This design comes from an exercise in tuning for small area and a short achievable clock period on the open sky130 flow, not from production work.
Only simulation tests tie the RTL to the original design; equivalence was not proved.
No activity file was given, so power comes from the tool's default toggle rates.

### design/flow/config.mk
export PLATFORM = sky130hd
export DESIGN_NAME = spi_ram_burst
export DESIGN_NICKNAME = spi_ram_burst
export VERILOG_FILES = /design/flow/design.v
export SDC_FILE = /design/flow/constraint.sdc
export NUM_CORES = 4
export LEC_CHECK = 0
export CAP_MARGIN = 20
export CORE_MARGIN = 2
export CORE_UTILIZATION = 40
export SETUP_SLACK_MARGIN = 1.5
export SLEW_MARGIN = 20
### design/flow/constraint.sdc
create_clock -name core_clock -period 4.0 [get_ports {clk}]
set_input_delay 0.8000 -clock core_clock [delete_from_list [all_inputs] [get_ports {clk}]]
set_output_delay 0.8000 -clock core_clock [all_outputs]
set_load 0.01 [all_outputs]
### design/flow/design.v
`default_nettype none
module spi_ram_burst #(
  parameter int MEM_DEPTH = 256,
  parameter int ADDR_SIZE = 8,
  parameter int AUTO_INC  = 1
) (
  input  logic                 clk,
  input  logic                 rst,
  input  logic                 rx_valid,
  input  logic [ADDR_SIZE+1:0] din,
  output logic [ADDR_SIZE-1:0] tx_data,
  output logic                 tx_valid,
  output logic                 err
);
  localparam int                 c_IDX_W  = (MEM_DEPTH > 1) ? $clog2(MEM_DEPTH) : 1;
  localparam int                 c_LAST_I = MEM_DEPTH - 1;
  localparam logic [ADDR_SIZE:0] c_LAST   = c_LAST_I[ADDR_SIZE:0];
  localparam logic [ADDR_SIZE-1:0] c_ONE  = {{(ADDR_SIZE-1){1'b0}}, 1'b1};
  localparam logic               c_INC    = (AUTO_INC != 0);
  localparam logic [1:0] c_OP_WADDR = 2'b00;
  localparam logic [1:0] c_OP_WDATA = 2'b01;
  localparam logic [1:0] c_OP_RADDR = 2'b10;
  localparam logic [1:0] c_OP_RDATA = 2'b11;
  logic [ADDR_SIZE-1:0] r_mem [MEM_DEPTH];
  logic [ADDR_SIZE-1:0] r_wr_addr;
  logic [ADDR_SIZE-1:0] r_rd_addr;
  logic [ADDR_SIZE-1:0] r_tx_data;
  logic                 r_tx_valid;
  logic                 r_err;
  logic [1:0]           w_op;
  logic [ADDR_SIZE-1:0] w_pl;
  logic                 w_wr_oor;
  logic                 w_rd_oor;
  logic [ADDR_SIZE-1:0] w_wr_next;
  logic [ADDR_SIZE-1:0] w_rd_next;
  logic [ADDR_SIZE-1:0] w_rd_word;
  logic                 w_mem_we;
  logic [ADDR_SIZE-1:0] w_wr_addr_d;
  logic [ADDR_SIZE-1:0] w_rd_addr_d;
  logic [ADDR_SIZE-1:0] w_tx_data_d;
  logic                 w_tx_valid_d;
  logic                 w_err_d;
  assign w_op = din[ADDR_SIZE+1:ADDR_SIZE];
  assign w_pl = din[ADDR_SIZE-1:0];
  generate
    if (MEM_DEPTH >= (1 << ADDR_SIZE)) begin : g_full_map
      assign w_wr_oor = 1'b0;
      assign w_rd_oor = 1'b0;
    end else begin : g_partial_map
      assign w_wr_oor = ({1'b0, r_wr_addr} > c_LAST);
      assign w_rd_oor = ({1'b0, r_rd_addr} > c_LAST);
    end
  endgenerate
  assign w_wr_next = ({1'b0, r_wr_addr} >= c_LAST) ? '0 : (r_wr_addr + c_ONE);
  assign w_rd_next = ({1'b0, r_rd_addr} >= c_LAST) ? '0 : (r_rd_addr + c_ONE);
  assign w_rd_word = w_rd_oor ? '0 : r_mem[r_rd_addr[c_IDX_W-1:0]];
  always_comb begin
    w_mem_we     = 1'b0;
    w_wr_addr_d  = r_wr_addr;
    w_rd_addr_d  = r_rd_addr;
    w_tx_data_d  = r_tx_data;
    w_tx_valid_d = 1'b0;
    w_err_d      = 1'b0;
    if (rx_valid) begin
      case (w_op)
        c_OP_WADDR: w_wr_addr_d = w_pl;
        c_OP_WDATA: begin
          w_mem_we = ~w_wr_oor;
          w_err_d  = w_wr_oor;
          if (c_INC) w_wr_addr_d = w_wr_next;
        end
        c_OP_RADDR: w_rd_addr_d = w_pl;
        c_OP_RDATA: begin
          w_tx_data_d  = w_rd_word;
          w_tx_valid_d = 1'b1;
          w_err_d      = w_rd_oor;
          if (c_INC) w_rd_addr_d = w_rd_next;
        end
        default: w_err_d = 1'b0;
      endcase
    end
  end
  always_ff @(posedge clk) begin
    if (rst) begin
      r_wr_addr  <= '0;
      r_rd_addr  <= '0;
      r_tx_data  <= '0;
      r_tx_valid <= 1'b0;
      r_err      <= 1'b0;
    end else begin
      r_wr_addr  <= w_wr_addr_d;
      r_rd_addr  <= w_rd_addr_d;
      r_tx_data  <= w_tx_data_d;
      r_tx_valid <= w_tx_valid_d;
      r_err      <= w_err_d;
    end
  end
  always_ff @(posedge clk) begin
    if (!rst && w_mem_we) begin
      r_mem[r_wr_addr[c_IDX_W-1:0]] <= w_pl;
    end
  end
  assign tx_data  = r_tx_data;
  assign tx_valid = r_tx_valid;
  assign err      = r_err;
endmodule
`default_nettype wire
### design/flow/run.sh
#!/bin/bash
# synth_recipe.tcl (not shown) runs the flow's synth.tcl, then flattens the netlist and writes it again
# the make line also repeats each setting of config.mk as NAME=value (left out here)
make -C /OpenROAD-flow-scripts/flow DESIGN_CONFIG=/design/flow/config.mk WORK_HOME=/design/flow/orfs CLKGATE_MAP_FILE= SYNTH_SCRIPT=/design/flow/synth_recipe.tcl finish
==> impl_metrics.csv <==
group,metric,value,unit
grt,grt_max_degree,100,
layout,antenna_cells,0,
setup_path,max_stage_delay,550,ps
drt,drtPass1Iterations,6,
floorplan,dieHeight,456.2,um
clock_network,clkTransAtPathRegs,70,ps
synthesis,yosysUniqueCellTypes,85,
grt,antenna_found_initial,3,
clock_network,cts_root_buf,"clkbuf_16",
floorplan,chipWidth,456.2,um
synthesis,ys_seq_area_share,75.81,%
floorplan,ios,23,
setup_path,reg2reg_depth,9,
drt,dr_wl_met2,113400,um
layout,fin_cells,7220,
synthesis,synthesis.instances,3948,
synthesis,synth_xor_area_share,0,%
floorplan,start_util,40.34,%
timing,tightest_slew,996.5,ps
synthesis,netlist.area_leader.share,75.20,%
placement,place_hpwl,148800,um
setup_path,crit_arrival,3760,ps
timing,rsz0062_at_grt,"true",
grt,track_usage,22.72,%
setup_path,worst-path-buf-inv,2,
clock_network,htreeDepth,4,
grt,grt_remaining_overflow,0,
synthesis,synth_compound_area_share,3.454,%
synthesis,netlist_area,81790,um2
setup_path,worst-setup-path-type,"reg -> reg",
synthesis,synth_area_leader_cell,"edfxtp_1",
synthesis,ys.flop_type,"edfxtp_1",
floorplan,dieArea,208100,um2
synthesis,synth_area_leaders,"edfxtp_1, mux4_2, mux2i_1",
setup_path,path_delay_family,"multiplexers",
timing,max_freq,0.3296,GHz
layout,drive_gt1_share,34.26,%
timing,slew_headroom,33.49,%
drt,drt-total-wl,242700,um
pwr,ir_drop,0.3671,mV
clock_network,cts_sinks,2073,
clock_network,cts_hold_buf,0,
drt,vias,43220,
timing,final_max_slew_viol_count,0,
synthesis,synth_adder_area_share,0.07649,%
clock_network,clock_latency,860,ps
hold_path,min_from,"din[0]",
setup_path,cp-start-kind,"register",
synthesis,yosys_warnings,1,
drt,route.met3.wl,21600,um
synthesis,post_synth.cell_area_avg,20.72,um2
clock_network,cts_tree,"built",
synthesis,synth_top_family_by_area,"multiplexers",
grt,grt_pass1_vias,42520,
setup_path,cp.depth,9,
setup_path,startpoint,"r_rd_addr[0]",
drt,routed.top_layer,"met4",
timing,finalCritPeriodShare,75.86,%
hold_path,hold_depth,1,
synthesis,syn-num-nets,3966,
pwr,p_total,45.50,mW
placement,numPortBuffers,21,
pwr,p_per_area,466.3,nW/um2
clock_network,numCtsBuffers,203,
hold_path,hold_path_class,"in -> reg",
floorplan,rows,165,
flow_run,drv_cap,0,
setup_path,cp-end-kind,"register",
drt,routed_via_density,5.986,
synthesis,synth_edf_count,2048,
clock_network,clock_path_buffers,3,
drt,wl_met1,98220,um
grt,grt_pass1_wl,334600,um
timing,finalSetupViolCount,0,
synthesis,ys_ff_latch,2073,
pwr,leakage,29.81,nW
synthesis,yosys-top-cells-count,"edfxtp_1, mux4_2, nor2_1",
setup_path,slowest_stage,"o211ai_1",
setup_path,crit_chain,"buf_12 > buf_16 > mux4_2 > mux2i_1 > o22ai_2 > o211ai_1 > nand3_2 > nor2_2 > a211oi_1",
layout,syn_to_final_growth,19.32,%
timing,fin_setup_tns,0,ps
placement,gp_congestion,0.8941,
synthesis,synth.most_common_cell,"edfxtp_1",
timing,hold_viol,0,
floorplan,core_area,202700,um2
timing,fin_crit,3034,ps
drt,drt_iter0_drc,5848,
timing,skew,51.26,ps
drt,route.detailed.drc,0,
layout,final_nets,4393,
setup_path,worstPathRequired,4720,ps
drt,ant_nets,0,
synthesis,synth-simple-area-share,3.049,%
placement,dpl.cell_count,6696,
outcome,status,"complete, no violations",
drt,wire_per_inst,33.62,um
synthesis,muxShareOfSynthArea,15.18,%
synthesis,ys_async_sr_fraction,0,%
setup_path,worstPathMaxFanout,12,
setup_path,r2r_start,"r_rd_addr[0]",
registers in the layout, summed over array words and instances, names as in the netlist:
signal and cells:
r_tx_valid 1, r_rd_addr 8, r_mem 2048, r_tx_data 8, r_wr_addr 8
kinds of logic after synthesis:
family / after synthesis
adder cells (fa/ha/maj): 5
AND/OR/NAND/NOR: 575
other: 1
buffers and inverters: 256
multiplexers: 642
AO/OA/AOI/OAI: 396
flip-flops: 2073
path summary, 6_finish.rpt:
kind | endpoint | slack (ps)
max | r_tx_data[3] | 970
min | r_mem[171][0] | 510
max reg2reg | r_tx_data[3] | 970
min reg2reg | r_wr_addr[1] | 580
routing by layer:
layer  vias to the layer above  global-route usage [%]
li1                      17370                       -
met5                         -                  0.1607
met4                         0                   8.577
met3                       414                   4.337
met2                      2337                   35.09
met1                     23100                   32.09
layout by cell type (no fill, tap or decap), drive strengths merged, types with 5 or more instances in the layout:
cell and count:
clkbuf 264, o22ai 37, clkinvlp 8, nand2 114, o21ai 53, inv 14
nor2b 19, a221o 5, nor3 17, mux2 5, a22o 6, mux2i 173
a21oi 74, o211ai 16, buf 435, ha 5, a31oi 13, mux4 464
edfxtp 2048, o221ai 21, bufbuf 6, and2 9, nor2 312, a211oi 28
bufinv 12, a22oi 65, nand2b 12, dfxtp 25, dlygate4sd2 9, clkinv 104
nand3 51, nand4 12, a221oi 34, a311oi 10, and3 7
stage by stage:
stage	setup slack (ps)	instance area [um2]	utilization [%]	hold slack, ps
2_1_floorplan	1516	83220	-	503.3
3_3_place_gp	114.4	87880	43.35	534.0
3_5_place_dp	128.4	87880	43.35	542.8
4_1_cts	1086	96740	47.72	485.8
5_1_grt	998.6	97590	48.14	510.8
6_report	965.8	97590	48.14	507.7
area by class of cell:
class	instances	area, um2
well taps	2672	3343
inverters	9	43.79
fillers	16400	105100
repair buffers	469	5453
multi-input cells	1619	20230
clock buffers	249	5274
flip-flops and latches	2073	62040
clock inverters	129	1205
timing repair:
action	CTS	global route
pin swaps	41	34
endpoints found under the setup margin	930	322
cloned	15	7
gates resized for setup	254	89
setup buffers	93	31
power by group:
group	total [mW]	internal (mW)	switching [mW]
clock network	18.6	10.2	8.38
logic	2.98	1.20	1.78
registers	23.9	23.9	0.0430
total	45.5	35.3	10.2

-- port drivers added, routing unchanged --
The flow's constraints put no driver on any port. The routed layout listed below was extracted and timed again, unchanged, in two steps. Step 1 sets driving cells, clkbuf_16 on the clock port and buf_2 on the other inputs (assumed; they add their load-dependent delay and slew). Step 2 also shifts input and output timing later by t, the mid clock arrival at the registers, as if the neighbouring blocks saw the same clock. Slacks: ideal / step 1 / step 2; pairs: ideal / step 1.
shift t [ns]: 0.938
setup slack, ns: 0.966 / 0.966 / 0.508
worst setup path after step 2: input to register
slew at the worst register clock pin (ns): 0.07 / 0.07
worst data-port slew with drivers (ns): 0.05
After both steps this run still meets setup and hold. For this run, drivers alone change the setup slack by 0.000 ns; drivers and shift together by -0.458 ns.
